This is an optimization exercise on Yosys and OpenROAD, whose aim is small area, a short achievable clock period and few clock cycles per item, not a production implementation. Only simulation tests tie the RTL to the original design; equivalence was not proved.

## flow/config.mk

```make
export PLATFORM = sky130hd
export DESIGN_NAME = datapathTop
export DESIGN_NICKNAME = datapathTop
export VERILOG_FILES = /design/flow/design.v
export SDC_FILE = /design/flow/constraint.sdc
export NUM_CORES = 4
export LEC_CHECK = 0
export CAP_MARGIN = 20
export CORE_MARGIN = 2
export CORE_UTILIZATION = 45
export PLACE_DENSITY = 0.6
export SLEW_MARGIN = 20
```

## flow/constraint.sdc

```tcl
create_clock -name core_clock -period 14.0 [get_ports {clock}]
set_input_delay 2.8000 -clock core_clock [delete_from_list [all_inputs] [get_ports {clock}]]
set_output_delay 2.8000 -clock core_clock [all_outputs]
set_load 0.01 [all_outputs]
```

## flow/design.v

```verilog
package datapathPkg;
    typedef logic [32-1:0] word_t;
    typedef logic [$clog2(16)-1:0] regIdx_t;
    typedef enum logic [4:0] {
        opAdd, opSub, opAnd, opOr, opShl, opShr, opMul,
        opAddi, opAndi, opOri,
        opIn, opOut, opMfhi, opMflo
    } opcode_e;
    typedef enum logic [4:0] {
        srcR0, srcR1, srcR2, srcR3, srcR4, srcR5, srcR6, srcR7,
        srcR8, srcR9, srcR10, srcR11, srcR12, srcR13, srcR14, srcR15,
        srcHi, srcLo, srcZHigh, srcZLow, srcInPort, srcConst
    } busSrc_e;
    typedef logic [srcConst:0] busEnable_t;
    typedef struct packed {
        opcode_e opcode;
        regIdx_t ra;
        regIdx_t rb;
        regIdx_t rc;
        logic [14:0] unused;
    } regFormat_t;
    typedef struct packed {
        opcode_e opcode;
        regIdx_t ra;
        regIdx_t rb;
        logic [19-1:0] imm;
    } immFormat_t;
    typedef union packed {
        regFormat_t regForm;
        immFormat_t immForm;
    } instr_t;
endpackage
module busMux
(
    input  datapathPkg::busEnable_t busEnable,
    input  datapathPkg::word_t [16-1:0] regValues,
    input  datapathPkg::word_t      hi,
    input  datapathPkg::word_t      lo,
    input  datapathPkg::word_t      zHigh,
    input  datapathPkg::word_t      zLow,
    input  datapathPkg::word_t      inPort,
    input  datapathPkg::word_t      constant,
    output datapathPkg::word_t      bus
);
    datapathPkg::busSrc_e srcSel;
    always_comb
    begin
        srcSel = datapathPkg::srcConst;
        for (int i = 0; i <= datapathPkg::srcConst; i++)
        begin
            if (busEnable[i])
            begin
                srcSel = datapathPkg::busSrc_e'(i);
            end
        end
    end
    always_comb
    begin
        case (srcSel)
            datapathPkg::srcHi:     bus = hi;
            datapathPkg::srcLo:     bus = lo;
            datapathPkg::srcZHigh:  bus = zHigh;
            datapathPkg::srcZLow:   bus = zLow;
            datapathPkg::srcInPort: bus = inPort;
            datapathPkg::srcConst:  bus = constant;
            default:                bus = regValues[srcSel[3:0]];
        endcase
    end
endmodule
module instrDecode
(
    input  logic                    clock,
    input  logic                    rstN,
    input  logic                    instrValid,
    input  datapathPkg::instr_t     instr,
    output datapathPkg::busEnable_t busEnable,
    output logic                    yLoad,
    output logic                    zLoad,
    output logic                    regLoad,
    output logic                    hiLoad,
    output logic                    loLoad,
    output logic                    outLoad,
    output datapathPkg::regIdx_t    destReg,
    output datapathPkg::opcode_e    aluOp,
    output datapathPkg::word_t      constant,
    output logic                    done
);
    datapathPkg::instr_t instrQ;
    logic [2:0]          stepQ;
    logic                isImm;
    always_ff @(posedge clock)
    begin
        if (!rstN)
            stepQ <= 3'd0;
        else if (stepQ == 3'd0)
        begin
            if (instrValid)
                stepQ <= 3'd1;
        end
        else if (done)
            stepQ <= 3'd0;
        else
            stepQ <= stepQ + 3'd1;
    end
    always_ff @(posedge clock)
    begin
        if (instrValid && stepQ == 3'd0)
            instrQ <= instr;
    end
    assign aluOp   = instrQ.regForm.opcode;
    assign destReg = instrQ.regForm.ra;
    assign isImm   = (aluOp == datapathPkg::opAddi) || (aluOp == datapathPkg::opAndi) ||
                     (aluOp == datapathPkg::opOri);
    assign constant = {{(32 - 19){instrQ.immForm.imm[19-1]}},
                       instrQ.immForm.imm};
    always_comb
    begin
        busEnable = '0;
        yLoad     = 1'b0;
        zLoad     = 1'b0;
        regLoad   = 1'b0;
        hiLoad    = 1'b0;
        loLoad    = 1'b0;
        outLoad   = 1'b0;
        done      = 1'b0;
        case (aluOp)
            datapathPkg::opIn, datapathPkg::opMfhi, datapathPkg::opMflo:
                if (stepQ == 3'd1)
                begin
                    if (aluOp == datapathPkg::opIn)
                        busEnable[datapathPkg::srcInPort] = 1'b1;
                    else if (aluOp == datapathPkg::opMfhi)
                        busEnable[datapathPkg::srcHi] = 1'b1;
                    else
                        busEnable[datapathPkg::srcLo] = 1'b1;
                    regLoad = 1'b1;
                    done    = 1'b1;
                end
            datapathPkg::opOut:
                if (stepQ == 3'd1)
                begin
                    busEnable[instrQ.regForm.ra] = 1'b1;
                    outLoad = 1'b1;
                    done    = 1'b1;
                end
            datapathPkg::opAdd, datapathPkg::opSub, datapathPkg::opAnd, datapathPkg::opOr,
            datapathPkg::opShl, datapathPkg::opShr, datapathPkg::opMul,
            datapathPkg::opAddi, datapathPkg::opAndi, datapathPkg::opOri:
                case (stepQ)
                    3'd1:
                    begin
                        busEnable[instrQ.regForm.rb] = 1'b1;
                        yLoad = 1'b1;
                    end
                    3'd2:
                    begin
                        if (isImm)
                            busEnable[datapathPkg::srcConst] = 1'b1;
                        else
                            busEnable[instrQ.regForm.rc] = 1'b1;
                        zLoad = 1'b1;
                    end
                    3'd3:
                    begin
                        busEnable[datapathPkg::srcZLow] = 1'b1;
                        if (aluOp == datapathPkg::opMul)
                            loLoad = 1'b1;
                        else
                        begin
                            regLoad = 1'b1;
                            done    = 1'b1;
                        end
                    end
                    3'd4:
                    begin
                        busEnable[datapathPkg::srcZHigh] = 1'b1;
                        hiLoad = 1'b1;
                        done   = 1'b1;
                    end
                    default:
                    begin
                    end
                endcase
            default:
                done = (stepQ == 3'd1);
        endcase
    end
endmodule
module aluExecute
(
    input  logic                 clock,
    input  logic                 rstN,
    input  datapathPkg::word_t   bus,
    input  logic                 yLoad,
    input  logic                 zLoad,
    input  datapathPkg::opcode_e aluOp,
    output datapathPkg::word_t   zHigh,
    output datapathPkg::word_t   zLow
);
    datapathPkg::word_t              yQ;
    logic [2*32-1:0]     zQ;
    logic [2*32-1:0]     result;
    logic signed [2*32-1:0] product;
    always_ff @(posedge clock)
    begin
        if (yLoad)
            yQ <= bus;
    end
    assign product = $signed(yQ) * $signed(bus);
    always_comb
    begin
        result = '0;
        case (aluOp)
            datapathPkg::opAdd, datapathPkg::opAddi:
                result[32-1:0] = yQ + bus;
            datapathPkg::opSub:
                result[32-1:0] = yQ - bus;
            datapathPkg::opAnd, datapathPkg::opAndi:
                result[32-1:0] = yQ & bus;
            datapathPkg::opOr, datapathPkg::opOri:
                result[32-1:0] = yQ | bus;
            datapathPkg::opShl:
                result[32-1:0] = yQ << bus[4:0];
            datapathPkg::opShr:
                result[32-1:0] = yQ >> bus[4:0];
            datapathPkg::opMul:
                result = product;
            default:
                result = '0;
        endcase
    end
    always_ff @(posedge clock)
    begin
        if (!rstN)
            zQ <= '0;
        else if (zLoad)
            zQ <= result;
    end
    assign zHigh = zQ[2*32-1:32];
    assign zLow  = zQ[32-1:0];
endmodule
module resultRegs
(
    input  logic                 clock,
    input  logic                 rstN,
    input  datapathPkg::word_t   bus,
    input  logic                 regLoad,
    input  logic                 hiLoad,
    input  logic                 loLoad,
    input  logic                 outLoad,
    input  datapathPkg::regIdx_t destReg,
    output datapathPkg::word_t [16-1:0] regValues,
    output datapathPkg::word_t   hi,
    output datapathPkg::word_t   lo,
    output datapathPkg::word_t   outPort
);
    always_ff @(posedge clock)
    begin
        if (!rstN)
        begin
            for (int i = 0; i < 16; i++)
            begin
                regValues[i] <= '0;
            end
        end
        else if (regLoad)
            regValues[destReg] <= bus;
    end
    always_ff @(posedge clock)
    begin
        if (!rstN)
        begin
            hi      <= '0;
            lo      <= '0;
            outPort <= '0;
        end
        else
        begin
            if (hiLoad)
                hi <= bus;
            if (loLoad)
                lo <= bus;
            if (outLoad)
                outPort <= bus;
        end
    end
endmodule
module datapathTop
(
    input  logic                clock,
    input  logic                rstN,
    input  logic                instrValid,
    input  datapathPkg::instr_t instr,
    input  datapathPkg::word_t  inPort,
    output logic                done,
    output datapathPkg::word_t  outPort
);
    datapathPkg::busEnable_t busEnable;
    datapathPkg::word_t      bus;
    datapathPkg::word_t      constant;
    datapathPkg::word_t      zHigh;
    datapathPkg::word_t      zLow;
    datapathPkg::word_t      hi;
    datapathPkg::word_t      lo;
    datapathPkg::word_t [16-1:0] regValues;
    datapathPkg::regIdx_t    destReg;
    datapathPkg::opcode_e    aluOp;
    logic                    yLoad;
    logic                    zLoad;
    logic                    regLoad;
    logic                    hiLoad;
    logic                    loLoad;
    logic                    outLoad;
    instrDecode instrDecode_i
    (
        .clock      (clock),
        .rstN       (rstN),
        .instrValid (instrValid),
        .instr      (instr),
        .busEnable  (busEnable),
        .yLoad      (yLoad),
        .zLoad      (zLoad),
        .regLoad    (regLoad),
        .hiLoad     (hiLoad),
        .loLoad     (loLoad),
        .outLoad    (outLoad),
        .destReg    (destReg),
        .aluOp      (aluOp),
        .constant   (constant),
        .done       (done)
    );
    busMux busMux_i
    (
        .busEnable (busEnable),
        .regValues (regValues),
        .hi        (hi),
        .lo        (lo),
        .zHigh     (zHigh),
        .zLow      (zLow),
        .inPort    (inPort),
        .constant  (constant),
        .bus       (bus)
    );
    aluExecute aluExecute_i
    (
        .clock (clock),
        .rstN  (rstN),
        .bus   (bus),
        .yLoad (yLoad),
        .zLoad (zLoad),
        .aluOp (aluOp),
        .zHigh (zHigh),
        .zLow  (zLow)
    );
    resultRegs resultRegs_i
    (
        .clock     (clock),
        .rstN      (rstN),
        .bus       (bus),
        .regLoad   (regLoad),
        .hiLoad    (hiLoad),
        .loLoad    (loLoad),
        .outLoad   (outLoad),
        .destReg   (destReg),
        .regValues (regValues),
        .hi        (hi),
        .lo        (lo),
        .outPort   (outPort)
    );
endmodule
```

## flow/run.sh

```bash
#!/bin/bash
# synth_recipe.tcl (not shown) runs the flow's synth.tcl, then flattens the netlist and writes it again
# the make line also repeats each setting of config.mk as NAME=value (left out here)
make -C /OpenROAD-flow-scripts/flow DESIGN_CONFIG=/design/flow/config.mk WORK_HOME=/design/flow/orfs CLKGATE_MAP_FILE= SYNTH_SCRIPT=/design/flow/synth_recipe.tcl finish
```

==> summary.txt <==
CTS root buf=clkbuf_16; Setup violations, final=0; Slew HR=16.5%; Area after DPL=0.0803 sq mm; post-layout instance area=about 0.083 sq mm; DR vias=69678; drt initial violations=8863; min-delay worst type=flip-flop to flip-flop; die area=0.172 sq mm; max-slew violation total from the final report=0; slowest stage cell, crit path=edfxtp_1; Routed WL=around 340000 microns; Fin Hold WS=between 0.4 and 0.5 ns; row count=150; slowest stage delay, CP=about 0.55 ns; worst-path fanout max=21; CTS Sinks=739; min-delay src=resultRegs_i.regValues[264]$_SDFFE_PN0P_; Setup Skew=around 0.069 ns; FF+latch count, synth=~740; Final Hold Fails=0; dominant synthesized flop cell=dfxtp_1; Bufs on Longest Clock Path=3; Final HPWL DP=roughly 240000 microns; Hold Buf Count CTS=0; IO Count=100; pin count of the biggest net entering global routing=190; final worst path period share=96.5%; CTS clk-pin slew, worst paths=0.06 ns; CP Class=flip-flop to flip-flop; global-route wire length before repair=between 400000 and 500000 microns; Fmax=about 74 MHz; WL per Instance=~31 microns; min cycle time layout=between 10 and 15 ns; placer's final routability congestion estimate=1.01; synthesized net count=roughly 10000; vias in the first global route=70027; Syn-to-layout area delta=9.70%; FF-to-FF setup slack=around 0.49 ns; critical path required time=roughly 15 ns; worst skew pair latency=approximately 0.75 ns; actual slew at the worst max-slew pin=1.24 ns; all-layer global routing usage=39.1%; total core area=roughly 0.17 sq mm; Post-Syn Instances=about 9000; Mean Syn Cell Area=between 8 and 9 sq um; router iterations before antenna repair=7; Residual DRC=0; Yosys warning count=4; share of layout cells above drive strength 1=slightly above 8%; R2R Path Start=instrDecode_i.instrQ[23]$_DFFE_PP_; FILL cells=15933; unrepaired setup endpoints after global routing=no; CTS tree=done; Critical Path Sink Type=flip-flop; FFs w/ async S/R, synth=0%; Initial Util=45.4%; final setup TNS=0 ns; number of CTS-inserted buffers=about 80; Routed Antenna Nets=0; fin nets=just over 10000; CP Launch Point=instrDecode_i.instrQ[23]$_DFFE_PP_; Post-synth EDFFs=64; status=timing/DRC/antenna clean; critical path arrival=roughly 14 ns; CP most frequent cell=fa_1; die width=roughly 410 microns; grt ovf=0; critical path startpoint category=flip-flop; post-synthesis cell type count=111; Seq/Total Area, Yosys=20.3%; I/O Buffers=between 90 and 100; Post-Syn Area=between 0.07 and 0.08 sq mm; Die Span Y=roughly 410 microns; average via count per standard cell=about 6.3; initial antenna violation count=20; H-tree Lvls=3; max-cap violation count=0
-- final timing paths --
kind	endpoint	depth (start not counted)
worst min register to register	resultRegs_i.regValues[264]$_SDFFE_PN0P_	2
worst min-delay path	resultRegs_i.regValues[264]$_SDFFE_PN0P_	2
worst max register to register	aluExecute_i.zQ[58]$_SDFFE_PN0P_	45
worst max-delay path	aluExecute_i.zQ[58]$_SDFFE_PN0P_	45
-- what timing repair did --
item / CTS / global route
buffers inserted: 0 / 12
gates cloned: 0 / 1
gates resized for setup: 2 / 25
pin swaps: 0 / 4
setup endpoints to repair: 3 / 23
-- through the flow --
| step | instances | worst slack (ns) | utilization, % |
|---|---|---|---|
| after floorplan | 8861 | 2.00 | - |
| after global placement | 10820 | 0.305 | 47.9 |
| after detailed placement | 10822 | 0.116 | 48.0 |
| after CTS | 10969 | 0.0989 | 49.6 |
| after global routing | 10982 | 0.00396 | 49.8 |
| final | 10983 | 0.485 | 49.8 |
-- kinds of logic (layout without fill, tap and decap cells) --
family | after synthesis | after routing | share of synthesized area (%)
simple gates | 2890 | 2890 | 17.3
compound gates | 1842 | 1843 | 17.1
buf+inv | 1802 | 1718 | 9.16
fa+ha+maj | 1320 | 1320 | 32.4
flops | 739 | 739 | 20.3
mux | 136 | 136 | 2.08
xor+xnor | 132 | 132 | 1.52
other cells | 0 | 1 | 0
-- layer usage --
metal,up-vias,routed length [microns],track usage (%)
met1,35155,131000,50.3
li1,29047,-,-
met5,-,64,0
met3,1066,38200,9.45
met2,4400,148000,59.4
met4,10,26200,23.7
-- final cells by class --
cell class	count	area [sq um]	share of cell area (%)
multi-input cells	6321	54200	65.1
flip-flops and latches	739	15400	18.5
inverters	1105	4160	5.00
repair buffers	466	4020	4.83
well taps	2204	2760	3.31
clock buffers	124	2420	2.91
clock inverters	23	312	0.374
diodes	1	2.50	0.00300
-- Yosys cell counts, drive strengths merged (18+ instances only) --
library cell / n / share of area (%)
a31oi: 59 / 0.49
ha: 237 / 3.9
mux2: 36 / 0.53
a221o: 23 / 0.30
fa: 1083 / 29
a211o: 19 / 0.22
inv: 1104 / 5.5
o221ai: 34 / 0.39
a2111oi: 24 / 0.28
a221oi: 64 / 0.74
nor2b: 22 / 0.18
nor3: 76 / 0.53
nand3: 152 / 1.0
or2: 19 / 0.16
a211oi: 94 / 0.96
edfxtp: 64 / 2.5
nor4: 24 / 0.24
dfxtp: 675 / 18
a32oi: 29 / 0.33
and3: 98 / 0.81
nand4: 44 / 0.36
and2: 453 / 3.7
xnor2: 85 / 0.98
nand2b: 20 / 0.16
xor2: 47 / 0.54
nor2: 764 / 3.8
clkbuf: 536 / 2.6
or3: 20 / 0.17
a22oi: 491 / 4.9
o21ai: 195 / 1.3
a21oi: 394 / 2.6
o211ai: 49 / 0.48
a21o: 74 / 0.73
nand2: 1157 / 5.7
buf: 161 / 1.0
o31ai: 25 / 0.26
o2111ai: 18 / 0.21
o21a: 20 / 0.20
mux2i: 86 / 1.1
o22ai: 27 / 0.22
-- state kept, by name (all words and copies together) (netlist names) --
register,flops
aluExecute_i.yQ,32
aluExecute_i.zQ,64
instrDecode_i.instrQ,32
instrDecode_i.stepQ,3
resultRegs_i.hi,32
resultRegs_i.lo,32
resultRegs_i.outPort,32
resultRegs_i.regValues,512
-- cells in the final DEF (no fill, tap or decap), types with 44 or more instances in the layout --
master / instances
xnor2_1: 85
edfxtp_1: 64
and2_1: 451
xor2_1: 47
nand3_1: 151
ha_1: 237
nand4_1: 44
mux2i_1: 85
a21oi_1: 387
fa_1: 1083
o21ai_0: 188
inv_1: 1095
nor2_1: 736
a221oi_1: 63
dfxtp_1: 675
o211ai_1: 49
buf_4: 345
a211oi_1: 90
nand2_1: 1149
a31oi_1: 57
and3_1: 96
a21o_1: 71
a22oi_1: 489
clkbuf_16: 85
clkdlybuf4s50_1: 99
nor3_1: 60
-- critical path, delay by kind of cell (launching register included) --
family	cells	cell delay, ns
compound gates	19	4.92
simple gates	7	1.60
flops	1	0.55
fa+ha+maj	10	4.75
xor+xnor	1	0.10
buf+inv	8	1.34
Testbench counts, summed over its fixed seeds: cycles 79,723, instrs 24,000.

what the ideal ports hide:
Ports are ideal in the flow. The routed layout listed here was re-timed in OpenROAD. Step 1 sets driving cells, clkbuf_16 on the clock port and buf_2 on the other inputs (assumed; they add their load-dependent delay and slew). Step 2 adds t to the input delays and takes it off the output delays; t is the mean of the earliest and latest rising clock arrival at the registers after step 1. Input paths then give back, and output paths get back, about the clock's delay inside the block. a / b / c = ideal ports / drivers / drivers and shift; a / b = the first two.
t (ns): 0.796
setup slack, ns: 0.485 / 0.485 / 0.485
worst register clock-pin slew, ns: 0.07 / 0.07
After both steps this run still meets setup and hold. For this run, drivers alone change the setup slack by 0.000 ns; drivers and shift together by 0.000 ns.
